This is an optimization exercise on Yosys and OpenROAD, whose aim is small area and few clock cycles per item, not a production implementation. Function was checked by simulation only, so behaviour that the tests miss may differ from the original. Power figures rest on the tool's default switching activity, not on a simulated workload.

<file path="flow/design.v">
`default_nettype none
module pot_average_motor_servo_setpoint (
    input  wire         i_clk,
    input  wire         i_rst_n,
    input  wire         i_in_valid,
    output logic        o_in_stall,
    input  wire  [19:0] i_in_item,
    output logic        o_out_valid,
    input  wire         i_out_stall,
    output logic [56:0] o_out_item
);
    localparam int WINDOW = 10;
    logic [19:0] r_cell [WINDOW];
    logic [3:0]  r_fill;
    logic        full;
    logic [13:0] r_ssum, r_asum;
    logic [13:0] ssum_next, asum_next;
    logic        r_valid;
    logic        accept;
    logic        take_old;
    logic [9:0]  new_s, new_a, nold_s, nold_a;
    assign o_in_stall  = r_valid && i_out_stall;
    assign accept      = i_in_valid && !o_in_stall;
    assign o_out_valid = r_valid;
    always_ff @(posedge i_clk) begin
        if (accept) begin
            r_cell[0] <= i_in_item;
            for (int i = 1; i < WINDOW; i++) r_cell[i] <= r_cell[i-1];
        end
    end
    assign full     = (r_fill == 4'(WINDOW));
    assign take_old = accept && full;
    assign new_s    = accept ? i_in_item[19:10] : 10'd0;
    assign new_a    = accept ? i_in_item[9:0]   : 10'd0;
    assign nold_s   = take_old ? ~r_cell[WINDOW-1][19:10] : 10'd0;
    assign nold_a   = take_old ? ~r_cell[WINDOW-1][9:0]   : 10'd0;
    always_ff @(posedge i_clk) begin
        if (!i_rst_n) begin
            r_fill  <= '0;
            r_valid <= 1'b0;
        end else begin
            r_valid <= accept || (r_valid && i_out_stall);
            if (accept && !full) r_fill <= r_fill + 4'd1;
        end
    end
    always_ff @(posedge i_clk) begin
        r_ssum <= i_rst_n ? ssum_next : 14'd0;
        r_asum <= i_rst_n ? asum_next : 14'd0;
    end
    logic [7:0]  speed;    
    logic [7:0]  qa;
    logic        neg, pos;
    logic [8:0]  w5;       
    logic [12:0] servo;
    logic [7:0]  aset;
    logic [6:0]  smag;
    assign neg = r_ssum < 14'd5115;
    assign pos = r_ssum >= 14'd5167;
    logic h_1;
    logic h_2;
    logic h_3;
    logic h_4;
    logic h_5;
    logic h_6;
    logic h_7;
    logic h_8;
    logic h_9;
    logic h_10;
    logic h_11;
    logic h_12;
    logic h_13;
    logic h_14;
    logic h_15;
    logic h_16;
    logic h_17;
    logic h_18;
    logic h_19;
    logic h_20;
    logic h_21;
    logic h_22;
    logic h_23;
    logic h_24;
    logic h_25;
    logic h_26;
    logic h_27;
    logic h_28;
    logic h_29;
    logic h_30;
    logic h_31;
    logic h_32;
    logic h_33;
    logic h_34;
    logic h_35;
    logic h_36;
    logic h_37;
    logic h_38;
    logic h_39;
    logic h_40;
    logic h_41;
    logic h_42;
    logic h_43;
    logic h_44;
    logic h_45;
    logic h_46;
    logic h_47;
    logic h_48;
    logic h_49;
    logic h_50;
    logic h_51;
    logic h_52;
    logic h_53;
    logic h_54;
    logic h_55;
    logic h_56;
    logic h_57;
    logic h_58;
    logic h_59;
    logic h_60;
    logic h_61;
    logic h_62;
    logic h_63;
    logic h_64;
    logic h_65;
    logic h_66;
    logic h_67;
    logic h_68;
    logic h_69;
    logic h_70;
    logic h_71;
    logic h_72;
    logic h_73;
    logic h_74;
    logic h_75;
    logic h_76;
    logic h_77;
    logic h_78;
    logic h_79;
    logic h_80;
    logic h_81;
    logic h_82;
    logic h_83;
    logic h_84;
    logic h_85;
    logic h_86;
    logic h_87;
    logic h_88;
    logic h_89;
    logic h_90;
    logic h_91;
    logic h_92;
    logic h_93;
    logic h_94;
    logic h_95;
    logic h_96;
    logic h_97;
    logic h_98;
    logic h_99;
    logic h_100;
    logic h_101;
    logic h_102;
    logic h_103;
    logic h_104;
    logic h_105;
    logic h_106;
    logic h_107;
    logic h_108;
    logic h_109;
    logic h_110;
    logic h_111;
    logic h_112;
    logic h_113;
    logic h_114;
    logic h_115;
    logic h_116;
    logic h_117;
    logic h_118;
    logic h_119;
    logic h_120;
    logic h_121;
    logic h_122;
    logic h_123;
    logic h_124;
    logic h_125;
    logic h_126;
    logic h_127;
    logic h_128;
    logic h_129;
    logic h_130;
    logic h_131;
    logic h_132;
    logic h_133;
    logic h_134;
    logic h_135;
    logic h_136;
    logic h_137;
    logic h_138;
    logic h_139;
    logic h_140;
    logic h_141;
    logic h_142;
    logic h_143;
    logic h_144;
    logic h_145;
    logic h_146;
    logic h_147;
    logic h_148;
    logic h_149;
    logic h_150;
    logic h_151;
    logic h_152;
    logic h_153;
    logic h_154;
    logic h_155;
    logic h_156;
    logic h_157;
    logic h_158;
    logic h_159;
    logic h_160;
    logic h_161;
    logic h_162;
    logic h_163;
    logic h_164;
    logic h_165;
    logic h_166;
    logic h_167;
    logic h_168;
    logic h_169;
    logic h_170;
    logic h_171;
    logic h_172;
    logic h_173;
    logic h_174;
    logic h_175;
    logic h_176;
    logic h_177;
    logic h_178;
    logic h_179;
    logic h_180;
    logic h_181;
    logic h_182;
    logic h_183;
    logic h_184;
    logic h_185;
    logic h_186;
    logic h_187;
    logic h_188;
    logic h_189;
    logic h_190;
    logic h_191;
    logic h_192;
    logic h_193;
    logic h_194;
    logic h_195;
    logic h_196;
    logic h_197;
    logic h_198;
    logic h_199;
    logic h_200;
    logic h_201;
    logic h_202;
    logic h_203;
    logic h_204;
    logic h_205;
    logic h_206;
    logic h_207;
    logic h_208;
    logic h_209;
    logic h_210;
    logic h_211;
    logic h_212;
    logic h_213;
    logic h_214;
    logic h_215;
    logic h_216;
    logic h_217;
    logic h_218;
    logic h_219;
    logic h_220;
    logic h_221;
    logic h_222;
    logic h_223;
    logic h_224;
    logic h_225;
    logic h_226;
    logic h_227;
    logic h_228;
    logic h_229;
    logic h_230;
    logic h_231;
    logic h_232;
    logic h_233;
    logic h_234;
    logic h_235;
    logic h_236;
    logic h_237;
    logic h_238;
    logic h_239;
    logic h_240;
    logic h_241;
    logic h_242;
    logic h_243;
    logic h_244;
    logic h_245;
    logic h_246;
    logic h_247;
    logic h_248;
    logic h_249;
    logic h_250;
    logic h_251;
    logic h_252;
    logic h_253;
    logic h_254;
    logic h_255;
    logic h_256;
    logic h_257;
    logic h_258;
    logic h_259;
    logic h_260;
    logic h_261;
    logic h_262;
    logic h_263;
    logic h_264;
    logic h_265;
    logic h_266;
    logic h_267;
    logic h_268;
    logic h_269;
    logic h_270;
    logic h_271;
    logic h_272;
    logic h_273;
    logic h_274;
    logic h_275;
    logic h_276;
    logic h_277;
    logic h_278;
    logic h_279;
    logic h_280;
    logic h_281;
    logic h_282;
    logic h_283;
    logic h_284;
    logic h_285;
    logic h_286;
    logic h_287;
    logic h_288;
    logic h_289;
    logic h_290;
    logic h_291;
    logic h_292;
    logic h_293;
    logic h_294;
    logic h_295;
    logic h_296;
    logic h_297;
    logic h_298;
    logic h_299;
    logic h_300;
    logic h_301;
    logic h_302;
    logic h_303;
    logic h_304;
    logic h_305;
    logic h_306;
    logic h_307;
    logic h_308;
    logic h_309;
    logic h_310;
    logic h_311;
    logic h_312;
    logic h_313;
    logic h_314;
    logic h_315;
    logic h_316;
    logic h_317;
    logic h_318;
    logic h_319;
    logic h_320;
    logic h_321;
    logic h_322;
    logic h_323;
    logic h_324;
    logic h_325;
    logic h_326;
    logic h_327;
    logic h_328;
    logic h_329;
    logic h_330;
    logic h_331;
    logic h_332;
    logic h_333;
    logic h_334;
    logic h_335;
    logic h_336;
    logic h_337;
    logic h_338;
    logic h_339;
    logic h_340;
    logic h_341;
    logic h_342;
    logic h_343;
    logic h_344;
    logic h_345;
    logic h_346;
    logic h_347;
    logic h_348;
    logic h_349;
    logic h_350;
    logic h_351;
    logic h_352;
    logic h_353;
    logic h_354;
    logic h_355;
    logic h_356;
    logic h_357;
    logic h_358;
    logic h_359;
    logic h_360;
    logic h_361;
    logic h_362;
    logic h_363;
    logic h_364;
    logic h_365;
    logic h_366;
    logic h_367;
    logic h_368;
    logic h_369;
    logic h_370;
    logic h_371;
    logic h_372;
    logic h_373;
    logic h_374;
    logic h_375;
    logic h_376;
    logic h_377;
    logic h_378;
    logic h_379;
    logic h_380;
    logic h_381;
    logic h_382;
    logic h_383;
    logic h_384;
    logic h_385;
    logic h_386;
    logic h_387;
    logic h_388;
    logic h_389;
    logic h_390;
    logic h_391;
    logic h_392;
    logic h_393;
    logic h_394;
    logic h_395;
    logic h_396;
    logic h_397;
    logic h_398;
    logic h_399;
    logic h_400;
    assign h_1 = r_ssum[0] ^ new_s[0] ^ nold_s[0];
    assign h_2 = (r_ssum[0] & new_s[0]) | (r_ssum[0] & nold_s[0]) | (new_s[0] & nold_s[0]);
    assign h_3 = r_ssum[1] ^ new_s[1] ^ nold_s[1];
    assign h_4 = (r_ssum[1] & new_s[1]) | (r_ssum[1] & nold_s[1]) | (new_s[1] & nold_s[1]);
    assign h_5 = r_ssum[2] ^ new_s[2] ^ nold_s[2];
    assign h_6 = (r_ssum[2] & new_s[2]) | (r_ssum[2] & nold_s[2]) | (new_s[2] & nold_s[2]);
    assign h_7 = r_ssum[3] ^ new_s[3] ^ nold_s[3];
    assign h_8 = (r_ssum[3] & new_s[3]) | (r_ssum[3] & nold_s[3]) | (new_s[3] & nold_s[3]);
    assign h_9 = r_ssum[4] ^ new_s[4] ^ nold_s[4];
    assign h_10 = (r_ssum[4] & new_s[4]) | (r_ssum[4] & nold_s[4]) | (new_s[4] & nold_s[4]);
    assign h_11 = r_ssum[5] ^ new_s[5] ^ nold_s[5];
    assign h_12 = (r_ssum[5] & new_s[5]) | (r_ssum[5] & nold_s[5]) | (new_s[5] & nold_s[5]);
    assign h_13 = r_ssum[6] ^ new_s[6] ^ nold_s[6];
    assign h_14 = (r_ssum[6] & new_s[6]) | (r_ssum[6] & nold_s[6]) | (new_s[6] & nold_s[6]);
    assign h_15 = r_ssum[7] ^ new_s[7] ^ nold_s[7];
    assign h_16 = (r_ssum[7] & new_s[7]) | (r_ssum[7] & nold_s[7]) | (new_s[7] & nold_s[7]);
    assign h_17 = r_ssum[8] ^ new_s[8] ^ nold_s[8];
    assign h_18 = (r_ssum[8] & new_s[8]) | (r_ssum[8] & nold_s[8]) | (new_s[8] & nold_s[8]);
    assign h_19 = r_ssum[9] ^ new_s[9] ^ nold_s[9];
    assign h_20 = (r_ssum[9] & new_s[9]) | (r_ssum[9] & nold_s[9]) | (new_s[9] & nold_s[9]);
    assign h_21 = h_20 ^ r_ssum[10] ^ take_old;
    assign h_22 = (h_20 & r_ssum[10]) | (h_20 & take_old) | (r_ssum[10] & take_old);
    assign h_23 = h_22 ^ r_ssum[11] ^ take_old;
    assign h_24 = (h_22 & r_ssum[11]) | (h_22 & take_old) | (r_ssum[11] & take_old);
    assign h_25 = h_24 ^ r_ssum[12] ^ take_old;
    assign h_26 = (h_24 & r_ssum[12]) | (h_24 & take_old) | (r_ssum[12] & take_old);
    assign h_27 = h_26 ^ r_ssum[13] ^ take_old;
    assign h_28 = (h_26 & r_ssum[13]) | (h_26 & take_old) | (r_ssum[13] & take_old);
    assign h_29 = h_1 ^ take_old;
    assign h_30 = h_1 & take_old;
    assign h_31 = h_2 ^ h_3 ^ h_30;
    assign h_32 = (h_2 & h_3) | (h_2 & h_30) | (h_3 & h_30);
    assign h_33 = h_4 ^ h_5 ^ h_32;
    assign h_34 = (h_4 & h_5) | (h_4 & h_32) | (h_5 & h_32);
    assign h_35 = h_6 ^ h_7 ^ h_34;
    assign h_36 = (h_6 & h_7) | (h_6 & h_34) | (h_7 & h_34);
    assign h_37 = h_8 ^ h_9 ^ h_36;
    assign h_38 = (h_8 & h_9) | (h_8 & h_36) | (h_9 & h_36);
    assign h_39 = h_10 ^ h_11 ^ h_38;
    assign h_40 = (h_10 & h_11) | (h_10 & h_38) | (h_11 & h_38);
    assign h_41 = h_12 ^ h_13 ^ h_40;
    assign h_42 = (h_12 & h_13) | (h_12 & h_40) | (h_13 & h_40);
    assign h_43 = h_14 ^ h_15 ^ h_42;
    assign h_44 = (h_14 & h_15) | (h_14 & h_42) | (h_15 & h_42);
    assign h_45 = h_16 ^ h_17 ^ h_44;
    assign h_46 = (h_16 & h_17) | (h_16 & h_44) | (h_17 & h_44);
    assign h_47 = h_18 ^ h_19 ^ h_46;
    assign h_48 = (h_18 & h_19) | (h_18 & h_46) | (h_19 & h_46);
    assign h_49 = h_21 ^ h_48;
    assign h_50 = h_21 & h_48;
    assign h_51 = h_23 ^ h_50;
    assign h_52 = h_23 & h_50;
    assign h_53 = h_25 ^ h_52;
    assign h_54 = h_25 & h_52;
    assign h_55 = h_27 ^ h_54;
    assign h_56 = h_27 & h_54;
    assign h_57 = r_asum[0] ^ new_a[0] ^ nold_a[0];
    assign h_58 = (r_asum[0] & new_a[0]) | (r_asum[0] & nold_a[0]) | (new_a[0] & nold_a[0]);
    assign h_59 = r_asum[1] ^ new_a[1] ^ nold_a[1];
    assign h_60 = (r_asum[1] & new_a[1]) | (r_asum[1] & nold_a[1]) | (new_a[1] & nold_a[1]);
    assign h_61 = r_asum[2] ^ new_a[2] ^ nold_a[2];
    assign h_62 = (r_asum[2] & new_a[2]) | (r_asum[2] & nold_a[2]) | (new_a[2] & nold_a[2]);
    assign h_63 = r_asum[3] ^ new_a[3] ^ nold_a[3];
    assign h_64 = (r_asum[3] & new_a[3]) | (r_asum[3] & nold_a[3]) | (new_a[3] & nold_a[3]);
    assign h_65 = r_asum[4] ^ new_a[4] ^ nold_a[4];
    assign h_66 = (r_asum[4] & new_a[4]) | (r_asum[4] & nold_a[4]) | (new_a[4] & nold_a[4]);
    assign h_67 = r_asum[5] ^ new_a[5] ^ nold_a[5];
    assign h_68 = (r_asum[5] & new_a[5]) | (r_asum[5] & nold_a[5]) | (new_a[5] & nold_a[5]);
    assign h_69 = r_asum[6] ^ new_a[6] ^ nold_a[6];
    assign h_70 = (r_asum[6] & new_a[6]) | (r_asum[6] & nold_a[6]) | (new_a[6] & nold_a[6]);
    assign h_71 = r_asum[7] ^ new_a[7] ^ nold_a[7];
    assign h_72 = (r_asum[7] & new_a[7]) | (r_asum[7] & nold_a[7]) | (new_a[7] & nold_a[7]);
    assign h_73 = r_asum[8] ^ new_a[8] ^ nold_a[8];
    assign h_74 = (r_asum[8] & new_a[8]) | (r_asum[8] & nold_a[8]) | (new_a[8] & nold_a[8]);
    assign h_75 = r_asum[9] ^ new_a[9] ^ nold_a[9];
    assign h_76 = (r_asum[9] & new_a[9]) | (r_asum[9] & nold_a[9]) | (new_a[9] & nold_a[9]);
    assign h_77 = h_76 ^ r_asum[10] ^ take_old;
    assign h_78 = (h_76 & r_asum[10]) | (h_76 & take_old) | (r_asum[10] & take_old);
    assign h_79 = h_78 ^ r_asum[11] ^ take_old;
    assign h_80 = (h_78 & r_asum[11]) | (h_78 & take_old) | (r_asum[11] & take_old);
    assign h_81 = h_80 ^ r_asum[12] ^ take_old;
    assign h_82 = (h_80 & r_asum[12]) | (h_80 & take_old) | (r_asum[12] & take_old);
    assign h_83 = h_82 ^ r_asum[13] ^ take_old;
    assign h_84 = (h_82 & r_asum[13]) | (h_82 & take_old) | (r_asum[13] & take_old);
    assign h_85 = h_57 ^ take_old;
    assign h_86 = h_57 & take_old;
    assign h_87 = h_58 ^ h_59 ^ h_86;
    assign h_88 = (h_58 & h_59) | (h_58 & h_86) | (h_59 & h_86);
    assign h_89 = h_60 ^ h_61 ^ h_88;
    assign h_90 = (h_60 & h_61) | (h_60 & h_88) | (h_61 & h_88);
    assign h_91 = h_62 ^ h_63 ^ h_90;
    assign h_92 = (h_62 & h_63) | (h_62 & h_90) | (h_63 & h_90);
    assign h_93 = h_64 ^ h_65 ^ h_92;
    assign h_94 = (h_64 & h_65) | (h_64 & h_92) | (h_65 & h_92);
    assign h_95 = h_66 ^ h_67 ^ h_94;
    assign h_96 = (h_66 & h_67) | (h_66 & h_94) | (h_67 & h_94);
    assign h_97 = h_68 ^ h_69 ^ h_96;
    assign h_98 = (h_68 & h_69) | (h_68 & h_96) | (h_69 & h_96);
    assign h_99 = h_70 ^ h_71 ^ h_98;
    assign h_100 = (h_70 & h_71) | (h_70 & h_98) | (h_71 & h_98);
    assign h_101 = h_72 ^ h_73 ^ h_100;
    assign h_102 = (h_72 & h_73) | (h_72 & h_100) | (h_73 & h_100);
    assign h_103 = h_74 ^ h_75 ^ h_102;
    assign h_104 = (h_74 & h_75) | (h_74 & h_102) | (h_75 & h_102);
    assign h_105 = h_77 ^ h_104;
    assign h_106 = h_77 & h_104;
    assign h_107 = h_79 ^ h_106;
    assign h_108 = h_79 & h_106;
    assign h_109 = h_81 ^ h_108;
    assign h_110 = h_81 & h_108;
    assign h_111 = h_83 ^ h_110;
    assign h_112 = h_83 & h_110;
    assign h_113 = r_ssum[8] ^ r_ssum[5] ^ ~r_ssum[3];
    assign h_114 = (r_ssum[8] & r_ssum[5]) | (r_ssum[8] & ~r_ssum[3]) | (r_ssum[5] & ~r_ssum[3]);
    assign h_115 = r_ssum[9] ^ r_ssum[6] ^ r_ssum[0];
    assign h_116 = (r_ssum[9] & r_ssum[6]) | (r_ssum[9] & r_ssum[0]) | (r_ssum[6] & r_ssum[0]);
    assign h_117 = r_ssum[10] ^ r_ssum[7] ^ r_ssum[1];
    assign h_118 = (r_ssum[10] & r_ssum[7]) | (r_ssum[10] & r_ssum[1]) | (r_ssum[7] & r_ssum[1]);
    assign h_119 = r_ssum[13] ^ r_ssum[5] ^ 1'b0;
    assign h_120 = (r_ssum[13] & r_ssum[5]) | (r_ssum[13] & 1'b0) | (r_ssum[5] & 1'b0);
    assign h_121 = r_ssum[11] ^ r_ssum[8] ^ r_ssum[2];
    assign h_122 = (r_ssum[11] & r_ssum[8]) | (r_ssum[11] & r_ssum[2]) | (r_ssum[8] & r_ssum[2]);
    assign h_123 = r_ssum[0] ^ ~r_ssum[6] ^ 1'b1;
    assign h_124 = (r_ssum[0] & ~r_ssum[6]) | (r_ssum[0] & 1'b1) | (~r_ssum[6] & 1'b1);
    assign h_125 = r_ssum[12] ^ r_ssum[9] ^ r_ssum[3];
    assign h_126 = (r_ssum[12] & r_ssum[9]) | (r_ssum[12] & r_ssum[3]) | (r_ssum[9] & r_ssum[3]);
    assign h_127 = r_ssum[1] ^ ~r_ssum[7] ^ 1'b1;
    assign h_128 = (r_ssum[1] & ~r_ssum[7]) | (r_ssum[1] & 1'b1) | (~r_ssum[7] & 1'b1);
    assign h_129 = r_ssum[13] ^ r_ssum[10] ^ r_ssum[4];
    assign h_130 = (r_ssum[13] & r_ssum[10]) | (r_ssum[13] & r_ssum[4]) | (r_ssum[10] & r_ssum[4]);
    assign h_131 = r_ssum[2] ^ ~r_ssum[8] ^ 1'b1;
    assign h_132 = (r_ssum[2] & ~r_ssum[8]) | (r_ssum[2] & 1'b1) | (~r_ssum[8] & 1'b1);
    assign h_133 = r_ssum[11] ^ r_ssum[5] ^ r_ssum[3];
    assign h_134 = (r_ssum[11] & r_ssum[5]) | (r_ssum[11] & r_ssum[3]) | (r_ssum[5] & r_ssum[3]);
    assign h_135 = r_ssum[12] ^ r_ssum[6] ^ r_ssum[4];
    assign h_136 = (r_ssum[12] & r_ssum[6]) | (r_ssum[12] & r_ssum[4]) | (r_ssum[6] & r_ssum[4]);
    assign h_137 = r_ssum[13] ^ r_ssum[7] ^ r_ssum[5];
    assign h_138 = (r_ssum[13] & r_ssum[7]) | (r_ssum[13] & r_ssum[5]) | (r_ssum[7] & r_ssum[5]);
    assign h_139 = r_ssum[8] ^ r_ssum[6] ^ ~r_ssum[12];
    assign h_140 = (r_ssum[8] & r_ssum[6]) | (r_ssum[8] & ~r_ssum[12]) | (r_ssum[6] & ~r_ssum[12]);
    assign h_141 = r_ssum[9] ^ r_ssum[7] ^ ~r_ssum[13];
    assign h_142 = (r_ssum[9] & r_ssum[7]) | (r_ssum[9] & ~r_ssum[13]) | (r_ssum[7] & ~r_ssum[13]);
    assign h_143 = r_ssum[11] ^ r_ssum[9] ^ 1'b1;
    assign h_144 = (r_ssum[11] & r_ssum[9]) | (r_ssum[11] & 1'b1) | (r_ssum[9] & 1'b1);
    assign h_145 = r_ssum[12] ^ r_ssum[10] ^ 1'b1;
    assign h_146 = (r_ssum[12] & r_ssum[10]) | (r_ssum[12] & 1'b1) | (r_ssum[10] & 1'b1);
    assign h_147 = h_114 ^ h_115 ^ ~r_ssum[12];
    assign h_148 = (h_114 & h_115) | (h_114 & ~r_ssum[12]) | (h_115 & ~r_ssum[12]);
    assign h_149 = h_116 ^ h_117 ^ ~h_119;
    assign h_150 = (h_116 & h_117) | (h_116 & ~h_119) | (h_117 & ~h_119);
    assign h_151 = h_118 ^ h_121 ^ h_123;
    assign h_152 = (h_118 & h_121) | (h_118 & h_123) | (h_121 & h_123);
    assign h_153 = h_122 ^ h_124 ^ h_125;
    assign h_154 = (h_122 & h_124) | (h_122 & h_125) | (h_124 & h_125);
    assign h_155 = h_126 ^ h_128 ^ h_129;
    assign h_156 = (h_126 & h_128) | (h_126 & h_129) | (h_128 & h_129);
    assign h_157 = h_130 ^ h_132 ^ h_133;
    assign h_158 = (h_130 & h_132) | (h_130 & h_133) | (h_132 & h_133);
    assign h_159 = h_134 ^ h_135 ^ ~r_ssum[10];
    assign h_160 = (h_134 & h_135) | (h_134 & ~r_ssum[10]) | (h_135 & ~r_ssum[10]);
    assign h_161 = h_136 ^ h_137 ^ ~r_ssum[11];
    assign h_162 = (h_136 & h_137) | (h_136 & ~r_ssum[11]) | (h_137 & ~r_ssum[11]);
    assign h_163 = h_142 ^ r_ssum[10] ^ r_ssum[8];
    assign h_164 = (h_142 & r_ssum[10]) | (h_142 & r_ssum[8]) | (r_ssum[10] & r_ssum[8]);
    assign h_165 = h_146 ^ r_ssum[13] ^ r_ssum[11];
    assign h_166 = (h_146 & r_ssum[13]) | (h_146 & r_ssum[11]) | (r_ssum[13] & r_ssum[11]);
    assign h_167 = h_150 ^ h_151 ^ ~h_120;
    assign h_168 = (h_150 & h_151) | (h_150 & ~h_120) | (h_151 & ~h_120);
    assign h_169 = h_152 ^ h_153 ^ h_127;
    assign h_170 = (h_152 & h_153) | (h_152 & h_127) | (h_153 & h_127);
    assign h_171 = h_154 ^ h_155 ^ h_131;
    assign h_172 = (h_154 & h_155) | (h_154 & h_131) | (h_155 & h_131);
    assign h_173 = h_156 ^ h_157 ^ ~r_ssum[9];
    assign h_174 = (h_156 & h_157) | (h_156 & ~r_ssum[9]) | (h_157 & ~r_ssum[9]);
    assign h_175 = h_158 ^ h_159 ^ 1'b1;
    assign h_176 = (h_158 & h_159) | (h_158 & 1'b1) | (h_159 & 1'b1);
    assign h_177 = h_160 ^ h_161 ^ 1'b1;
    assign h_178 = (h_160 & h_161) | (h_160 & 1'b1) | (h_161 & 1'b1);
    assign h_179 = h_162 ^ h_138 ^ h_139;
    assign h_180 = (h_162 & h_138) | (h_162 & h_139) | (h_138 & h_139);
    assign h_181 = h_172 ^ h_173 ^ 1'b1;
    assign h_182 = (h_172 & h_173) | (h_172 & 1'b1) | (h_173 & 1'b1);
    assign h_183 = h_180 ^ h_140 ^ h_141;
    assign h_184 = (h_180 & h_140) | (h_180 & h_141) | (h_140 & h_141);
    assign h_185 = h_182 ^ h_174 ^ h_175;
    assign h_186 = (h_182 & h_174) | (h_182 & h_175) | (h_174 & h_175);
    assign h_187 = h_186 ^ h_176 ^ h_177;
    assign h_188 = (h_186 & h_176) | (h_186 & h_177) | (h_176 & h_177);
    assign h_189 = h_188 ^ h_178 ^ h_179;
    assign h_190 = (h_188 & h_178) | (h_188 & h_179) | (h_178 & h_179);
    assign h_191 = h_147 & ~r_ssum[4];
    assign h_192 = h_147 | ~r_ssum[4];
    assign h_193 = h_148 & h_149;
    assign h_194 = h_148 | h_149;
    assign h_195 = h_168 & h_169;
    assign h_196 = h_168 | h_169;
    assign h_197 = h_170 & h_171;
    assign h_198 = h_170 | h_171;
    assign h_199 = h_193 | (h_194 & h_191);
    assign h_200 = h_194 & h_192;
    assign h_201 = h_195 | (h_196 & 1'b0);
    assign h_202 = h_196 & h_167;
    assign h_203 = 1'b0 | (h_181 & h_197);
    assign h_204 = h_181 & h_198;
    assign h_205 = 1'b0 | (h_187 & 1'b0);
    assign h_206 = h_187 & h_185;
    assign h_207 = h_201 | (h_202 & h_199);
    assign h_208 = h_202 & h_200;
    assign h_209 = h_205 | (h_206 & h_203);
    assign h_210 = h_206 & h_204;
    assign h_211 = h_209 | (h_210 & h_207);
    assign h_212 = h_210 & h_208;
    assign h_213 = h_189 ^ h_211;
    assign h_214 = h_189 & h_211;
    assign h_215 = h_190 ^ h_183 ^ h_214;
    assign h_216 = (h_190 & h_183) | (h_190 & h_214) | (h_183 & h_214);
    assign h_217 = h_184 ^ h_163 ^ h_216;
    assign h_218 = (h_184 & h_163) | (h_184 & h_216) | (h_163 & h_216);
    assign h_219 = h_164 ^ h_143 ^ h_218;
    assign h_220 = (h_164 & h_143) | (h_164 & h_218) | (h_143 & h_218);
    assign h_221 = h_144 ^ h_145 ^ h_220;
    assign h_222 = (h_144 & h_145) | (h_144 & h_220) | (h_145 & h_220);
    assign h_223 = h_165 ^ h_222;
    assign h_224 = h_165 & h_222;
    assign h_225 = h_166 ^ r_ssum[12] ^ h_224;
    assign h_226 = (h_166 & r_ssum[12]) | (h_166 & h_224) | (r_ssum[12] & h_224);
    assign h_227 = r_ssum[13] ^ 1'b1 ^ h_226;
    assign h_228 = (r_ssum[13] & 1'b1) | (r_ssum[13] & h_226) | (1'b1 & h_226);
    assign h_229 = r_asum[10] ^ r_asum[7] ^ r_asum[0];
    assign h_230 = (r_asum[10] & r_asum[7]) | (r_asum[10] & r_asum[0]) | (r_asum[7] & r_asum[0]);
    assign h_231 = r_asum[11] ^ r_asum[8] ^ r_asum[1];
    assign h_232 = (r_asum[11] & r_asum[8]) | (r_asum[11] & r_asum[1]) | (r_asum[8] & r_asum[1]);
    assign h_233 = r_asum[12] ^ r_asum[9] ^ r_asum[2];
    assign h_234 = (r_asum[12] & r_asum[9]) | (r_asum[12] & r_asum[2]) | (r_asum[9] & r_asum[2]);
    assign h_235 = r_asum[13] ^ r_asum[10] ^ r_asum[3];
    assign h_236 = (r_asum[13] & r_asum[10]) | (r_asum[13] & r_asum[3]) | (r_asum[10] & r_asum[3]);
    assign h_237 = r_asum[11] ^ r_asum[4] ^ r_asum[1];
    assign h_238 = (r_asum[11] & r_asum[4]) | (r_asum[11] & r_asum[1]) | (r_asum[4] & r_asum[1]);
    assign h_239 = r_asum[12] ^ r_asum[5] ^ r_asum[2];
    assign h_240 = (r_asum[12] & r_asum[5]) | (r_asum[12] & r_asum[2]) | (r_asum[5] & r_asum[2]);
    assign h_241 = r_asum[13] ^ r_asum[6] ^ r_asum[3];
    assign h_242 = (r_asum[13] & r_asum[6]) | (r_asum[13] & r_asum[3]) | (r_asum[6] & r_asum[3]);
    assign h_243 = h_234 ^ h_235 ^ r_asum[0];
    assign h_244 = (h_234 & h_235) | (h_234 & r_asum[0]) | (h_235 & r_asum[0]);
    assign h_245 = h_242 ^ r_asum[7] ^ r_asum[4];
    assign h_246 = (h_242 & r_asum[7]) | (h_242 & r_asum[4]) | (r_asum[7] & r_asum[4]);
    assign h_247 = h_244 ^ h_236 ^ h_237;
    assign h_248 = (h_244 & h_236) | (h_244 & h_237) | (h_236 & h_237);
    assign h_249 = h_246 ^ r_asum[8] ^ r_asum[5];
    assign h_250 = (h_246 & r_asum[8]) | (h_246 & r_asum[5]) | (r_asum[8] & r_asum[5]);
    assign h_251 = h_248 ^ h_238 ^ h_239;
    assign h_252 = (h_248 & h_238) | (h_248 & h_239) | (h_238 & h_239);
    assign h_253 = h_250 ^ r_asum[9] ^ r_asum[6];
    assign h_254 = (h_250 & r_asum[9]) | (h_250 & r_asum[6]) | (r_asum[9] & r_asum[6]);
    assign h_255 = h_252 ^ h_240 ^ h_241;
    assign h_256 = (h_252 & h_240) | (h_252 & h_241) | (h_240 & h_241);
    assign h_257 = h_254 ^ r_asum[10] ^ r_asum[7];
    assign h_258 = (h_254 & r_asum[10]) | (h_254 & r_asum[7]) | (r_asum[10] & r_asum[7]);
    assign h_259 = h_258 ^ r_asum[11] ^ r_asum[8];
    assign h_260 = (h_258 & r_asum[11]) | (h_258 & r_asum[8]) | (r_asum[11] & r_asum[8]);
    assign h_261 = h_260 ^ r_asum[12] ^ r_asum[9];
    assign h_262 = (h_260 & r_asum[12]) | (h_260 & r_asum[9]) | (r_asum[12] & r_asum[9]);
    assign h_263 = h_262 ^ r_asum[13] ^ r_asum[10];
    assign h_264 = (h_262 & r_asum[13]) | (h_262 & r_asum[10]) | (r_asum[13] & r_asum[10]);
    assign h_265 = r_asum[6] & 1'b1;
    assign h_266 = r_asum[6] | 1'b1;
    assign h_267 = h_229 & 1'b1;
    assign h_268 = h_229 | 1'b1;
    assign h_269 = h_230 & h_231;
    assign h_270 = h_230 | h_231;
    assign h_271 = h_232 & h_233;
    assign h_272 = h_232 | h_233;
    assign h_273 = h_256 & h_245;
    assign h_274 = h_256 | h_245;
    assign h_275 = h_267 | (h_268 & h_265);
    assign h_276 = h_268 & h_266;
    assign h_277 = h_271 | (h_272 & h_269);
    assign h_278 = h_272 & h_270;
    assign h_279 = 1'b0 | (h_247 & 1'b0);
    assign h_280 = h_247 & h_243;
    assign h_281 = 1'b0 | (h_255 & 1'b0);
    assign h_282 = h_255 & h_251;
    assign h_283 = 1'b0 | (h_249 & h_273);
    assign h_284 = h_249 & h_274;
    assign h_285 = h_277 | (h_278 & h_275);
    assign h_286 = h_278 & h_276;
    assign h_287 = h_281 | (h_282 & h_279);
    assign h_288 = h_282 & h_280;
    assign h_289 = h_287 | (h_288 & h_285);
    assign h_290 = h_288 & h_286;
    assign h_291 = h_283 | (h_284 & h_289);
    assign h_292 = h_284 & h_290;
    assign h_293 = h_253 ^ h_291;
    assign h_294 = h_253 & h_291;
    assign h_295 = h_257 ^ h_294;
    assign h_296 = h_257 & h_294;
    assign h_297 = h_259 ^ h_296;
    assign h_298 = h_259 & h_296;
    assign h_299 = h_261 ^ h_298;
    assign h_300 = h_261 & h_298;
    assign h_301 = h_263 ^ h_300;
    assign h_302 = h_263 & h_300;
    assign h_303 = h_264 ^ r_asum[11] ^ h_302;
    assign h_304 = (h_264 & r_asum[11]) | (h_264 & h_302) | (r_asum[11] & h_302);
    assign h_305 = r_asum[12] ^ h_304;
    assign h_306 = r_asum[12] & h_304;
    assign h_307 = r_asum[13] ^ h_306;
    assign h_308 = r_asum[13] & h_306;
    assign h_309 = speed[0] ^ ~pos ^ 1'b1;
    assign h_310 = (speed[0] & ~pos) | (speed[0] & 1'b1) | (~pos & 1'b1);
    assign h_311 = speed[2] ^ speed[0] ^ 1'b1;
    assign h_312 = (speed[2] & speed[0]) | (speed[2] & 1'b1) | (speed[0] & 1'b1);
    assign h_313 = speed[3] ^ speed[1] ^ 1'b1;
    assign h_314 = (speed[3] & speed[1]) | (speed[3] & 1'b1) | (speed[1] & 1'b1);
    assign h_315 = speed[4] ^ speed[2] ^ 1'b1;
    assign h_316 = (speed[4] & speed[2]) | (speed[4] & 1'b1) | (speed[2] & 1'b1);
    assign h_317 = speed[5] ^ speed[3] ^ 1'b1;
    assign h_318 = (speed[5] & speed[3]) | (speed[5] & 1'b1) | (speed[3] & 1'b1);
    assign h_319 = speed[6] ^ speed[4] ^ 1'b1;
    assign h_320 = (speed[6] & speed[4]) | (speed[6] & 1'b1) | (speed[4] & 1'b1);
    assign h_321 = speed[7] ^ speed[5] ^ 1'b1;
    assign h_322 = (speed[7] & speed[5]) | (speed[7] & 1'b1) | (speed[5] & 1'b1);
    assign h_323 = speed[7] ^ speed[6] ^ 1'b1;
    assign h_324 = (speed[7] & speed[6]) | (speed[7] & 1'b1) | (speed[6] & 1'b1);
    assign h_325 = h_310 ^ speed[1] ^ 1'b1;
    assign h_326 = (h_310 & speed[1]) | (h_310 & 1'b1) | (speed[1] & 1'b1);
    assign h_327 = h_326 ^ h_311;
    assign h_328 = h_326 & h_311;
    assign h_329 = h_312 ^ h_313 ^ h_328;
    assign h_330 = (h_312 & h_313) | (h_312 & h_328) | (h_313 & h_328);
    assign h_331 = h_314 ^ h_315 ^ h_330;
    assign h_332 = (h_314 & h_315) | (h_314 & h_330) | (h_315 & h_330);
    assign h_333 = h_316 ^ h_317 ^ h_332;
    assign h_334 = (h_316 & h_317) | (h_316 & h_332) | (h_317 & h_332);
    assign h_335 = h_318 ^ h_319 ^ h_334;
    assign h_336 = (h_318 & h_319) | (h_318 & h_334) | (h_319 & h_334);
    assign h_337 = h_320 ^ h_321 ^ h_336;
    assign h_338 = (h_320 & h_321) | (h_320 & h_336) | (h_321 & h_336);
    assign h_339 = h_322 ^ h_323 ^ h_338;
    assign h_340 = (h_322 & h_323) | (h_322 & h_338) | (h_323 & h_338);
    assign h_341 = qa[0] ^ qa[3] ^ 1'b1;
    assign h_342 = (qa[0] & qa[3]) | (qa[0] & 1'b1) | (qa[3] & 1'b1);
    assign h_343 = qa[0] ^ qa[1] ^ qa[4];
    assign h_344 = (qa[0] & qa[1]) | (qa[0] & qa[4]) | (qa[1] & qa[4]);
    assign h_345 = qa[1] ^ qa[2] ^ qa[5];
    assign h_346 = (qa[1] & qa[2]) | (qa[1] & qa[5]) | (qa[2] & qa[5]);
    assign h_347 = qa[2] ^ qa[3] ^ qa[6];
    assign h_348 = (qa[2] & qa[3]) | (qa[2] & qa[6]) | (qa[3] & qa[6]);
    assign h_349 = qa[3] ^ qa[4] ^ qa[7];
    assign h_350 = (qa[3] & qa[4]) | (qa[3] & qa[7]) | (qa[4] & qa[7]);
    assign h_351 = qa[4] ^ qa[5] ^ 1'b1;
    assign h_352 = (qa[4] & qa[5]) | (qa[4] & 1'b1) | (qa[5] & 1'b1);
    assign h_353 = qa[6] ^ qa[7] ^ 1'b1;
    assign h_354 = (qa[6] & qa[7]) | (qa[6] & 1'b1) | (qa[7] & 1'b1);
    assign h_355 = h_342 ^ h_343 ^ 1'b1;
    assign h_356 = (h_342 & h_343) | (h_342 & 1'b1) | (h_343 & 1'b1);
    assign h_357 = h_346 ^ h_347 ^ 1'b1;
    assign h_358 = (h_346 & h_347) | (h_346 & 1'b1) | (h_347 & 1'b1);
    assign h_359 = h_348 ^ h_349 ^ 1'b1;
    assign h_360 = (h_348 & h_349) | (h_348 & 1'b1) | (h_349 & 1'b1);
    assign h_361 = h_352 ^ qa[5] ^ qa[6];
    assign h_362 = (h_352 & qa[5]) | (h_352 & qa[6]) | (qa[5] & qa[6]);
    assign h_363 = h_356 ^ h_344 ^ h_345;
    assign h_364 = (h_356 & h_344) | (h_356 & h_345) | (h_344 & h_345);
    assign h_365 = h_360 ^ h_350 ^ h_351;
    assign h_366 = (h_360 & h_350) | (h_360 & h_351) | (h_350 & h_351);
    assign h_367 = qa[2] ^ 1'b1;
    assign h_368 = qa[2] & 1'b1;
    assign h_369 = h_341 ^ h_368;
    assign h_370 = h_341 & h_368;
    assign h_371 = h_355 ^ h_370;
    assign h_372 = h_355 & h_370;
    assign h_373 = h_363 ^ h_372;
    assign h_374 = h_363 & h_372;
    assign h_375 = h_364 ^ h_357 ^ h_374;
    assign h_376 = (h_364 & h_357) | (h_364 & h_374) | (h_357 & h_374);
    assign h_377 = h_358 ^ h_359 ^ h_376;
    assign h_378 = (h_358 & h_359) | (h_358 & h_376) | (h_359 & h_376);
    assign h_379 = h_365 ^ h_378;
    assign h_380 = h_365 & h_378;
    assign h_381 = h_366 ^ h_361 ^ h_380;
    assign h_382 = (h_366 & h_361) | (h_366 & h_380) | (h_361 & h_380);
    assign h_383 = h_362 ^ h_353 ^ h_382;
    assign h_384 = (h_362 & h_353) | (h_362 & h_382) | (h_353 & h_382);
    assign h_385 = h_354 ^ qa[7] ^ h_384;
    assign h_386 = (h_354 & qa[7]) | (h_354 & h_384) | (qa[7] & h_384);
    assign h_387 = qa[1] ^ 1'b1;
    assign h_388 = qa[1] & 1'b1;
    assign h_389 = qa[2] ^ 1'b1 ^ h_388;
    assign h_390 = (qa[2] & 1'b1) | (qa[2] & h_388) | (1'b1 & h_388);
    assign h_391 = qa[3] ^ h_390;
    assign h_392 = qa[3] & h_390;
    assign h_393 = qa[4] ^ h_392;
    assign h_394 = qa[4] & h_392;
    assign h_395 = qa[5] ^ 1'b1 ^ h_394;
    assign h_396 = (qa[5] & 1'b1) | (qa[5] & h_394) | (1'b1 & h_394);
    assign h_397 = qa[6] ^ h_396;
    assign h_398 = qa[6] & h_396;
    assign h_399 = qa[7] ^ 1'b1 ^ h_398;
    assign h_400 = (qa[7] & 1'b1) | (qa[7] & h_398) | (1'b1 & h_398);
    assign ssum_next = {h_55, h_53, h_51, h_49, h_47, h_45, h_43, h_41, h_39, h_37, h_35, h_33, h_31, h_29};
    assign asum_next = {h_111, h_109, h_107, h_105, h_103, h_101, h_99, h_97, h_95, h_93, h_91, h_89, h_87, h_85};
    assign speed = {h_227, h_225, h_223, h_221, h_219, h_217, h_215, h_213};
    assign qa = {h_307, h_305, h_303, h_301, h_299, h_297, h_295, h_293};
    assign w5 = {h_339, h_337, h_335, h_333, h_331, h_329, h_327, h_325, h_309};
    assign servo = {h_386, h_385, h_383, h_381, h_379, h_377, h_375, h_373, h_371, h_369, h_367, qa[1], qa[0]};
    assign aset = {h_399, h_397, h_395, h_393, h_391, h_389, h_387, qa[0]};
    always_comb begin
        logic seen;
        seen = 1'b0;
        for (int i = 0; i < 7; i++) begin
            smag[i] = speed[i] ^ (neg && seen);
            seen    = seen || speed[i];
        end
    end
    assign o_out_item[56:49] = speed;
    assign o_out_item[48:42] = smag;
    assign o_out_item[41:34] = aset;
    assign o_out_item[33:26] = qa;
    assign o_out_item[25]    = pos;
    assign o_out_item[24]    = neg;
    assign o_out_item[23:13] = {w5, pos, pos} ^ {11{neg}};
    assign o_out_item[12:0]  = servo;
endmodule
`default_nettype wire
</file>
<file path="flow/flow/run.sh">
#!/bin/bash
# Layout flow: the standard synthesis and layout (standard.sh), with
#  - an inverter clean-up of the synthesized netlist around the full-adder cells
#    (polfix.py; full adders are self-dual, so inverters can be moved), checked
#    for combinational equivalence with yosys (registers unchanged); if the check
#    does not pass, the standard netlist is used as it is;
#  - port buffers of the smallest buffer cell (every port still gets one);
#  - a clock tree without dummy loads, with 8x clock buffers.
# Each tool writes its own log in this folder.
set -u
R=orfs/results/sky130hd/pot_average_motor_servo_setpoint/base
bash standard.sh synth > synth.log 2>&1 || exit 1
cp $R/1_2_yosys.v $R/1_2_yosys_std.v
if python3 flow/polfix.py $R/1_2_yosys_std.v polfix_out.v > polfix.log 2>&1 \
   && python3 flow/cutff.py $R/1_2_yosys_std.v eq_gold.v >> polfix.log 2>&1 \
   && python3 flow/cutff.py polfix_out.v eq_gate.v >> polfix.log 2>&1 \
   && $FLOW_HOME/../tools/install/yosys/bin/yosys -q -l eq.log -p "
        read_liberty -ignore_miss_func $FLOW_HOME/platforms/sky130hd/lib/sky130_fd_sc_hd__tt_025C_1v80.lib
        read_verilog eq_gold.v; rename $FLOW_TOP gold
        read_verilog eq_gate.v; rename $FLOW_TOP gate
        hierarchy -check; flatten; opt_clean -purge
        miter -equiv -flatten -make_assert gold gate miter
        hierarchy -top miter
        sat -verify -prove-asserts miter" > eq_stdout.log 2>&1; then
  echo "polfix netlist proven equivalent; using it" >> polfix.log
  cp polfix_out.v $R/1_2_yosys.v
  rm -f $R/1_synth.odb $R/1_synth.sdc
else
  echo "polfix not used" >> polfix.log
fi
bash standard.sh \
  "BUFFER_PORTS_ARGS=-buffer_cell sky130_fd_sc_hd__buf_1" \
  "CTS_ARGS=-sink_clustering_enable -repair_clock_nets -dont_use_dummy_load -buf_list sky130_fd_sc_hd__clkbuf_8 -sink_clustering_size 20 -sink_clustering_max_diameter 60" \
  finish > standard.log 2>&1
</file>
<file path="flow/flow/cutff.py">
"""Replace every flip-flop instance by ports: its Q net becomes an input, its other
input pins become outputs (named after the instance), so two netlists with the same
registers can be compared combinationally."""
import re, sys
src = open(sys.argv[1]).read()
cell_re = re.compile(r'^(\s*)(sky130_fd_sc_hd__(\w*df\w*|\w*dl\w*))\s+(\\\S+\s|\S+)\s*\((.*?)\);\n', re.S | re.M)
pin_re = re.compile(r'\.(\w+)\(([^()]*)\)')
ins, outs, assigns = [], [], []
def rep(m):
    name = re.sub(r'[^A-Za-z0-9_]', '_', m.group(4).strip())
    for p, n in pin_re.findall(m.group(5)):
        n = n.strip()
        if p == 'CLK': continue
        if p in ('Q', 'Q_N'):
            ins.append((f"q_{name}_{p}", n))
        else:
            outs.append((f"o_{name}_{p}", n))
    return ''
body = cell_re.sub(rep, src)
hdr_end = body.index(');', body.index('module ')) + 2
decl = ''.join(f"  input {a};\n" for a, n in ins) + ''.join(f"  output {a};\n" for a, n in outs)
conn = ''.join(f"  assign {n}{' ' if n.startswith(chr(92)) else ''} = {a};\n" for a, n in ins) + \
       ''.join(f"  assign {a} = {n}{' ' if n.startswith(chr(92)) else ''};\n" for a, n in outs)
hdr = body[:hdr_end]
hdr = hdr.replace(');', ', ' + ', '.join(a for a, n in ins + outs) + ');', 1) if False else hdr
# add ports to the port list
i = hdr.rindex(')')
hdr = hdr[:i] + ''.join(', ' + a for a, n in ins + outs) + hdr[i:]
open(sys.argv[2], 'w').write(hdr + decl + conn + body[hdr_end:])
</file>
<file path="flow/flow/polfix.py">
#!/usr/bin/env python3
"""Inverter polarity clean-up for a Yosys gate netlist with sky130 full adders.

A full adder is self-dual: FA(~a,~b,~c) = (~sum, ~cout). Flipping an adder (complementing
all three inputs and both outputs) leaves the function unchanged, so the inverters around
adders can be re-placed. This picks a flip for each fa cell (local search) that needs the
fewest inverters, then rewrites the netlist: all inverters whose input or output touches a
full adder are removed and the needed ones are re-created, one per inverted net.
Registers and every other cell are left as they are.
usage: polfix.py IN.v OUT.v
"""
import re, sys, random

FA = 'sky130_fd_sc_hd__fa_'
INV = ('sky130_fd_sc_hd__inv_', 'sky130_fd_sc_hd__clkinv_')
OUTS = {'X', 'Y', 'Q', 'Q_N', 'SUM', 'COUT', 'HI', 'LO'}

src = open(sys.argv[1]).read()
mod_start = src.index('module ')
body_start = src.index(');', mod_start) + 2
end = src.rindex('endmodule')
header, body, tail = src[:body_start], src[body_start:end], src[end:]

cell_re = re.compile(r'^(\s*)(sky130_fd_sc_hd__\w+)\s+(\\\S+\s|\S+)\s*\((.*?)\);\n', re.S | re.M)
pin_re = re.compile(r'\.(\w+)\(([^()]*)\)')

cells = []   # [type, name, [(pin, net)], span]
for m in cell_re.finditer(body):
    pins = [(p, n.strip()) for p, n in pin_re.findall(m.group(4))]
    cells.append([m.group(2), m.group(3).strip(), pins, m.span()])

def is_fa(c): return c[0].startswith(FA)
def is_inv(c): return c[0].startswith(INV)

driver = {}
for i, c in enumerate(cells):
    for p, n in c[2]:
        if p in OUTS and n:
            driver[n] = (i, p)

# nets read by ports (output ports) -- treat as consumers
port_outs = set()
port_names = set(re.findall(r'^\s*output\s+(?:\[[^\]]*\]\s*)?(\S+?);', header + body, re.M))
for m in re.finditer(r'^\s*output\s+(\[[^\]]*\]\s*)?(\S+?);', header + body, re.M):
    port_outs.add(m.group(2))
assigns = re.findall(r'^\s*assign\s+(.*?)\s*=\s*(.*?);', body, re.M)

def root(n):
    """(root net, polarity) following inverter chains"""
    pol = 0
    seen = 0
    while n in driver and is_inv(cells[driver[n][0]]) and seen < 20:
        c = cells[driver[n][0]]
        n = dict(c[2])['A']; pol ^= 1; seen += 1
    return n, pol

# which inverters are "touching" an adder (to be rebuilt)
fa_ids = [i for i, c in enumerate(cells) if is_fa(c)]
fa_index = {i: k for k, i in enumerate(fa_ids)}

def drv_fa(net):
    d = driver.get(net)
    if d and is_fa(cells[d[0]]):
        return fa_index[d[0]]
    return None

# consumers: (cell index or None for port/assign, pin, root, pol)
consumers = []
for i, c in enumerate(cells):
    if is_inv(c):
        continue
    for p, n in c[2]:
        if p in OUTS or not n or n.startswith("1'"):
            continue
        r, pol = root(n)
        consumers.append((i, p, r, pol, n))
# inverters that drive a port or assign directly must stay (as consumers of root)
used_in_assign = set()
for lhs, rhs in assigns:
    for n in re.findall(r'\\\S+\s|[\w\[\]\.$]+', rhs):
        used_in_assign.add(n.strip())

inv_out_nets = {dict(c[2])['Y'] for c in cells if is_inv(c)}
for c in cells:
    if is_inv(c):
        y = dict(c[2])['Y']
        if y in port_outs or y in used_in_assign:
            r, pol = root(y)
            consumers.append((None, 'PORT', r, pol, y))

# only consider consumers whose root or consuming cell involves an adder
relevant = []
for (i, p, r, pol, n) in consumers:
    f_cons = fa_index.get(i) if i is not None else None
    f_drv = drv_fa(r)
    if f_cons is None and f_drv is None:
        continue
    relevant.append((f_cons, f_drv, r, pol, i, p, n))

nfa = len(fa_ids)
x = [0] * nfa

def cost(x):
    need = set()
    for f_cons, f_drv, r, pol, i, p, n in relevant:
        v = pol ^ (x[f_cons] if f_cons is not None else 0) ^ (x[f_drv] if f_drv is not None else 0)
        if v:
            need.add(r)
    return len(need)

# local search with random restarts and single-flip moves
def search(seed):
    rnd = random.Random(seed)
    x = [rnd.randint(0, 1) if seed else 0 for _ in range(nfa)]
    best = cost(x)
    improved = True
    while improved:
        improved = False
        order = list(range(nfa)); rnd.shuffle(order)
        for k in order:
            x[k] ^= 1
            c = cost(x)
            if c <= best and (c < best or rnd.random() < 0.3):
                if c < best: improved = True
                best = c
            else:
                x[k] ^= 1
    return best, x
start = cost(x)
best, x = search(0)
for seed in range(1, 300):
    b, xx = search(seed)
    if b < best:
        best, x = b, xx
print(f"polfix: {nfa} adders, inverters around adders {start} -> {best}", file=sys.stderr)
if len(sys.argv) < 3:
    sys.exit(0)

def outbuf_cleanup(text):
    """Synthesis leaves a buf_4 in front of each output port; the layout's port buffering
    adds its own buffer after it. Shrink these to buf_1 (the resizer can size them up)."""
    n = 0
    def rep(m):
        nonlocal n
        pins = dict((p, v.strip()) for p, v in pin_re.findall(m.group(0)))
        if pins.get('X', '').split('[')[0].lstrip('\\') in port_names:
            n += 1
            return m.group(0).replace(m.group(2), 'sky130_fd_sc_hd__buf_1', 1)
        return m.group(0)
    text = cell_re.sub(lambda m: rep(m) if re.match(r'sky130_fd_sc_hd__(buf|clkbuf)_\d+$', m.group(2)) else m.group(0), text)
    print(f"polfix: {n} output-port buffers from synthesis set to buf_1", file=sys.stderr)
    return text

# ---- rewrite ----
need = {}
for f_cons, f_drv, r, pol, i, p, n in relevant:
    v = pol ^ (x[f_cons] if f_cons is not None else 0) ^ (x[f_drv] if f_drv is not None else 0)
    if v:
        need.setdefault(r, None)
# nets driven by flipped adders carry the complement; name new nets
newpins = {}  # (cell idx, pin) -> net
extra = []
k = 0
def inv_net(r):
    global k
    if need[r] is None:
        k += 1
        nn = f"_polinv{k}_"
        need[r] = nn
        extra.append(f"  sky130_fd_sc_hd__inv_1 _polinv_cell{k}_ (\n    .A({r}{' ' if r.startswith(chr(92)) else ''}),\n    .Y({nn})\n  );\n")
    return need[r]
def netref(n):
    return n + ' ' if n.startswith('\\') else n
port_fix = []
for f_cons, f_drv, r, pol, i, p, n in relevant:
    v = pol ^ (x[f_cons] if f_cons is not None else 0) ^ (x[f_drv] if f_drv is not None else 0)
    target = inv_net(r) if v else r
    if i is None:
        port_fix.append((n, target))
    else:
        newpins[(i, p)] = target
# remove inverters that only fed relevant consumers (rebuild); keep others
keep_inv = set()
for (i, p, r, pol, n) in consumers:
    pass
relevant_keys = {(i, p) for f_cons, f_drv, r, pol, i, p, n in relevant}
# an inverter is still needed if some non-relevant consumer reads its output
inv_needed_nets = set()
for (i, p, r, pol, n) in consumers:
    if (i, p) not in relevant_keys and n in inv_out_nets:
        inv_needed_nets.add(n)
# and transitively its input chain
def mark(n):
    while n in driver and is_inv(cells[driver[n][0]]):
        inv_needed_nets.add(n)
        n = dict(cells[driver[n][0]][2])['A']
for n in list(inv_needed_nets):
    mark(n)
# ports/assign nets whose driver is an inverter: handled via port_fix, inverter removed
port_nets_fixed = {n for n, t in port_fix}

out = []
pos = 0
removed = 0
for idx, c in enumerate(cells):
    s, e = c[3]
    out.append(body[pos:s]); pos = e
    text = body[s:e]
    if is_inv(c):
        y = dict(c[2])['Y']
        if y not in inv_needed_nets:
            removed += 1
            continue
    if any((idx, p) in newpins for p, _ in c[2]):
        def rep(m):
            p = m.group(1)
            if (idx, p) in newpins:
                return f".{p}({netref(newpins[(idx, p)])})"
            return m.group(0)
        text = pin_re.sub(rep, text)
    out.append(text)
out.append(body[pos:])
nb = ''.join(out)
# port nets: drive with a buffer-free connection via an assign-free approach: an inverter
# or buffer cell whose output is the port net
for n, t in port_fix:
    k += 1
    if t == n:
        continue
    extra.append(f"  sky130_fd_sc_hd__buf_1 _polbuf_cell{k}_ (\n    .A({netref(t)}),\n    .X({netref(n)})\n  );\n")
# flipped adders: their output nets now carry complements; consumers were rewired above
decl = ''.join(f"  wire _polinv{j}_;\n" for j in range(1, k + 1) if f"_polinv{j}_" in ''.join(extra))
nb = decl + nb + ''.join(extra)
text = header + nb + tail
text = outbuf_cleanup(text)
open(sys.argv[2], 'w').write(text)
print(f"polfix: removed {removed} inverters, added {sum(1 for e in extra if 'inv_1' in e)} inverters, {sum(1 for e in extra if 'buf_1' in e)} port buffers", file=sys.stderr)
</file>
<file path="flow/standard.sh">
#!/bin/bash
# synth_recipe.tcl (not shown) runs the flow's synth.tcl, then flattens the netlist and writes it again
# the make line also repeats each setting of config.mk as NAME=value (left out here)
make -C /OpenROAD-flow-scripts/flow DESIGN_CONFIG=/design/flow/config.mk WORK_HOME=/design/flow/orfs CLKGATE_MAP_FILE= SYNTH_SCRIPT=/design/flow/synth_recipe.tcl "${@:-finish}"
</file>
<file path="flow/config.mk">
export PLATFORM = sky130hd
export DESIGN_NAME = pot_average_motor_servo_setpoint
export DESIGN_NICKNAME = pot_average_motor_servo_setpoint
export VERILOG_FILES = /design/flow/design.v
export SDC_FILE = /design/flow/constraint.sdc
export NUM_CORES = 4
export LEC_CHECK = 0
export CAP_MARGIN = 20
export CORE_MARGIN = 2
export CORE_UTILIZATION = 40
export GPL_TIMING_DRIVEN = 0
export SLEW_MARGIN = 20
</file>
<file path="flow/constraint.sdc">
create_clock -name core_clock -period 10.0 [get_ports {i_clk}]
set_input_delay 2.0000 -clock core_clock [delete_from_list [all_inputs] [get_ports {i_clk}]]
set_output_delay 2.0000 -clock core_clock [all_outputs]
set_load 0.01 [all_outputs]
</file>
==> results.toml, run 1 <==
[timing]
fmax_mhz = 99.8
fin_ws_ps = -15.4
slew_headroom = 0.535
rsz0062_at_grt = "true"
finalCritPeriodShare = 1.00
drv_slew = 0
hold_viol = 0
hold_slack_ps = 412
skew_ps = 41.1
period_needed_ps = 10020
setup_tns_ps = -15.4
worstMarginPinSlew_ps = 695
setup_viol = 1

[floorplanning]
die-area_sq_um = 29400
start_util = 0.404
core_sq_um = 27700
die_y_um = 171
die_w_um = 171
io_pins = 83
rows = 61

[placement]
dp.final_hpwl_um = 12100
placed_area_sq_um = 12000
io_buffers = 82
gp_congestion = 0.806
dp_slack_ps = -589

[layout]
fillers = 2495
syn_to_final_growth_pct = 12.4
most-common-layout-cells = "edfxtp_1, buf_1, fa_1, inv_1, and2_1"
nets = 1014
n_antenna_cell = 0
layout_commonest_cell = "edfxtp_1"
seq_area_sq_um = 6720
multiInputGateArea_sq_um = 4160
finalInstanceArea_sq_um = 12600
drive_gt1_frac = 0.119

[run]
max_cap_violations = 0

[critical_path]
crit_type = "reg2out"
cpPeakStageDelay_ps = 580
crit_path_end_kind = "primary output"
r2r_slack_ps = 2340
arrival_ps = 8020
crit_path_start_kind = "flip-flop"
required_ps = 8000
path_buf_inv = 5
path_max_fanout = 2
cpMostUsedCell = "fa_2"
path_delay_family = "adder cells"
critPathSlowestCell = "fa_2"

[power]
seqPwrFrac = 0.308
power_density_nw_per_um2 = 302
combPwrFrac = 0.584
peakVddDrop_mv = 0.329
p_total_mw = 3.80
sw_frac_of_total = 0.393
clkPwrFrac = 0.109
p_int_mw = 2.31
switchingPower_mw = 1.49
p_leak_nw = 4.77

[global_route]
antenna_found_initial = 0
gr-total-overflow = 0
grtUsageTotal = 0.120
grt_pass1_vias = 5282
grt_start_max_net_pins = 110
grt_pass1_wl_um = 27500

[drt]
routedWlPerCell_um = 14.1
dr.pass1.iters = 4
drc_errors = 0
drtIter0Drc = 263
viasPerCell = 4.43
ant_nets = 0
vias = 5332
drt_wl_total_um = 17000

[run_status]
status = "failed layout checks"
so_faults = "setup timing"

[cts]
clock-sinks = 233
cts_buffer_depth = 3
root_buffer = "clkbuf_8"
insertion_delay_ps = 510
numCtsBuffers = 16
htreeDepth = 1
holdBufCountCts = 0
path_clk_slew_ps = 110
tritoncts = "built"

[min_path]
hold_path.class = "reg2reg"

[synthesis]
synth.yosys.warnings = 2
synthesis.area_sq_um = 11200
avgSynthCellArea_sq_um = 15.8
synth_nets = 896
syn_inst = 710
-- per-layer routing --
| metal | track usage | part of all wire |
|---|---|---|
| met5 | 0 | 0 |
| met4 | 0.0328 | 0.018 |
| met3 | 0.0152 | 0.032 |
| met2 | 0.179 | 0.44 |
| met1 | 0.186 | 0.51 |
-- state kept, by name (all words and copies together) (netlist names) --
signal	count
r_ssum	14
r_valid	1
r_fill	4
r_asum	14
r_cell	200
-- final timing paths --
path,depth (start not counted),start,to
worst max register to register,22,r_valid,r_ssum[13]
worst min register to register,0,r_cell[8][19],r_cell[9][19]
worst max-delay path,26,r_ssum[5],o_out_item[23]
worst min-delay path,0,r_cell[8][19],r_cell[9][19]
-- power groups by stage --
stage	clock network, mW	registers, mW	logic, mW
floorplan	0	1.18	1.52
global placement	0	1.20	2.06
detailed placement	0	1.20	2.08
CTS	0.439	1.17	2.23
global route	0.472	1.18	2.61
finish	0.414	1.17	2.22
-- per-stage QoR --
step           utilization  instances
2_1_floorplan            -        710
3_3_place_gp         0.433       1170
3_5_place_dp         0.435       1171
4_1_cts              0.450       1196
5_1_grt              0.454       1204
6_report             0.454       1204
-- worst register-to-register path, cell delays in order, from the launching register on --
cell       delay, ps
dfxtp_1          340
a21boi_1         570
clkbuf_16        540
buf_16           440
and2_1           320
fa_1             450
ha_1             210
fa_1             390
fa_1             410
fa_1             390
fa_1             390
fa_1             390
fa_1             400
fa_1             390
fa_1             390
fa_1             410
ha_1             200
ha_1             180
ha_1             190
xnor2_1          170
xnor2_1          150
xnor2_1           70
and2_1           150
-- final cells by class --
type | instances | area share
Buffer | 49 | 0.0169
Clock buffer | 16 | 0.0175
Inverter | 88 | 0.0267
Multi-Input combinational cell | 340 | 0.331
Sequential cell | 233 | 0.534
Tap cell | 378 | 0.0376
Timing Repair Buffer | 100 | 0.0371
-- repair_timing --
| item | 4_1_cts | 5_1_grt |
|---|---|---|
| pin swaps | 18 | 11 |
| endpoints found under the setup margin | 7 | 6 |
| setup buffers | 9 | 8 |
| resized for setup | 50 | 20 |
Testbench counts, summed over its fixed seeds: cycles 16,016, items 16,000.
==> inputs of run 2 (changes only) <==
--- a/flow/config.mk
+++ b/flow/config.mk
@@ -9,4 +9,3 @@
 export CORE_MARGIN = 2
 export CORE_UTILIZATION = 40
-export GPL_TIMING_DRIVEN = 0
 export SLEW_MARGIN = 20
==> run 2 against run 1 <==
Against the previous run:
- the run now finishes clean
- clock-buffer cell count unchanged
- sequential share of layout area up 0.33 points
- design area down 1.1%
- power down 2.6%
- wire length up 0.64%
- first-iteration DRC count up 50%
- utilization down 0.52 points
- largest cell class unchanged
==> results.toml, run 2 <==
[timing]
worstMarginPinSlew_ps = 777
drv_slew = 0
skew_ps = 52.5
fin_ws_ps = 73.4
rsz0062_at_grt = "true"
slew_headroom = 0.482
hold_viol = 0
fmax_mhz = 101
setup_tns_ps = 0
setup_viol = 0
period_needed_ps = 9930
finalCritPeriodShare = 0.993

[floorplanning]
core_sq_um = 27700
die_w_um = 171
start_util = 0.404
die-area_sq_um = 29400
io_pins = 83
rows = 61
die_y_um = 171

[placement]
dp_slack_ps = -192
io_buffers = 82
dp.final_hpwl_um = 12500
dp.cells = 1155
gp_congestion = 0.837
placed_area_sq_um = 12100

[critical_path]
crit_type = "reg2out"
critPathSlowestCell = "fa_2"
crit_path_start_kind = "flip-flop"
cpMostUsedCell = "fa_2"
cpPeakStageDelay_ps = 570
required_ps = 8000
arrival_ps = 7930
crit_path_end_kind = "primary output"
path_max_fanout = 2

[cts]
cts_buffer_depth = 3
numCtsBuffers = 16
path_clk_slew_ps = 110
tritoncts = "built"
root_buffer = "clkbuf_8"
insertion_delay_ps = 510
clock-sinks = 233
htreeDepth = 1

[power]
p_int_mw = 2.24
sw_frac_of_total = 0.394
switchingPower_mw = 1.46
power_density_nw_per_um2 = 297
combPwrFrac = 0.576
clkPwrFrac = 0.111
p_leak_nw = 4.78
seqPwrFrac = 0.313
p_total_mw = 3.70
peakVddDrop_mv = 0.354

[layout]
layout_commonest_cell = "edfxtp_1"
reg_top3 = "r_cell (200), r_asum (14), r_ssum (14)"
n_antenna_cell = 0
nets = 984
fillers = 2461
syn_to_final_growth_pct = 11.1
drive_gt1_frac = 0.123
largest_register_ffs = 200
finalInstanceArea_sq_um = 12400
largest-register = "r_cell"
finalNonFillerCells = 1174
most-common-layout-cells = "edfxtp_1, fa_1, inv_1, buf_1, ha_1"

[global_route]
grt_start_max_net_pins = 97
grt_pass1_wl_um = 28000
grtUsageTotal = 0.122
antenna_found_initial = 0
gr-total-overflow = 0
grt_pass1_vias = 5285

[drt]
dr.pass1.iters = 4
drtIter0Drc = 395
vias = 5192
ant_nets = 0
drt_wl_total_um = 17100
routedWlPerCell_um = 14.6
viasPerCell = 4.42
drc_errors = 0

[run]
max_cap_violations = 0

[synthesis]
synthesis.area_sq_um = 11200
synth.yosys.warnings = 2
synth_nets = 896
syn_inst = 710
avgSynthCellArea_sq_um = 15.8

[run_status]
status = "complete, no violations"

[min_path]
hold_path.class = "reg2reg"
[run 2: layout make-up]
class | count | area (sq um) | area share
Tap cell | 378 | 473 | 0.0380
Timing Repair Buffer | 119 | 601 | 0.0483
Inverter | 88 | 330 | 0.0265
Multi-Input combinational cell | 340 | 4140 | 0.333
Clock buffer | 16 | 220 | 0.0177
Sequential cell | 233 | 6680 | 0.537
[run 2: repair_timing]
action                     in CTS  in global routing
gates resized for setup        23                 14
setup buffers                   1                  2
setup endpoints to repair       5                  6
hold buffers                    0                  0
pin swaps                      17                 10
cloned                          0                  0
[run 2: worst max-delay path, delay by kind of cell, from the launching register on]
family     cells  cell delay, ps
xor+xnor       4             570
fa+ha+maj     17            6140
buf+inv        5             390
flops          1             340
[run 2: per-layer routing]
layer,GRT usage,vias up,share of wire
met5,0,-,0
met4,0.0269,0,0.013
met3,0.0154,18,0.040
li1,-,2493,-
met1,0.184,2589,0.51
met2,0.189,92,0.44
[run 2: path summary, 6_finish.rpt]
kind                       from             end  slack (ps)  depth (start not counted)
hold reg to reg   r_cell[3][15]   r_cell[4][15]         390                          0
setup reg to reg      r_fill[0]      r_asum[13]        3120                         23
setup / recovery      r_ssum[3]  o_out_item[23]          70                         26
hold / removal    r_cell[3][15]   r_cell[4][15]         390                          0
[run 2: per-stage QoR]
step           hold WS [ps]   util
2_1_floorplan           400      -
3_3_place_gp            400  0.436
3_5_place_dp            405  0.436
4_1_cts                 395  0.446
5_1_grt                 402  0.449
6_report                393  0.449
[run 2: power by group through the flow]
stage	registers (mW)	logic (mW)	clock network, mW
final	1.16	2.13	0.410
after global routing	1.17	2.47	0.471
after CTS	1.16	2.18	0.442
after detailed placement	1.18	2.08	0
after global placement	1.18	2.06	0
after floorplan	1.18	1.52	0

[re-timing with driven ports]
No port has a modelled driver above. Below, the same layouts with a new extraction and two added sets of constraints. Step 1 (the two cells are an assumption about what drives the block):
set clk [get_ports {i_clk}]
set_driving_cell -lib_cell sky130_fd_sc_hd__clkbuf_16 $clk
set_driving_cell -lib_cell sky130_fd_sc_hd__buf_2 [delete_from_list [all_inputs] $clk]
Step 2 moves the port delays by t, midway between the first and last clock arrival at a register: inputs arrive t later, outputs are due t later. That takes back most of the time a late clock gives input paths. Three values: no drivers, after step 1, after step 2; two values: the first two.
| run | t (ns) | slack for setup (ns) | hold WS [ns] | latest minus earliest clock arrival (ns) | slew at the worst register clock pin (ns) |
|---|---|---|---|---|---|
| run 1 | 0.530 | -0.015 / -0.058 / 0.473 | 0.412 / 0.412 / 0.412 | 0.041 / 0.041 | 0.11 / 0.11 |
| run 2 | 0.522 | 0.073 / 0.034 / 0.556 | 0.393 / 0.393 / 0.393 | 0.060 / 0.059 | 0.12 / 0.12 |
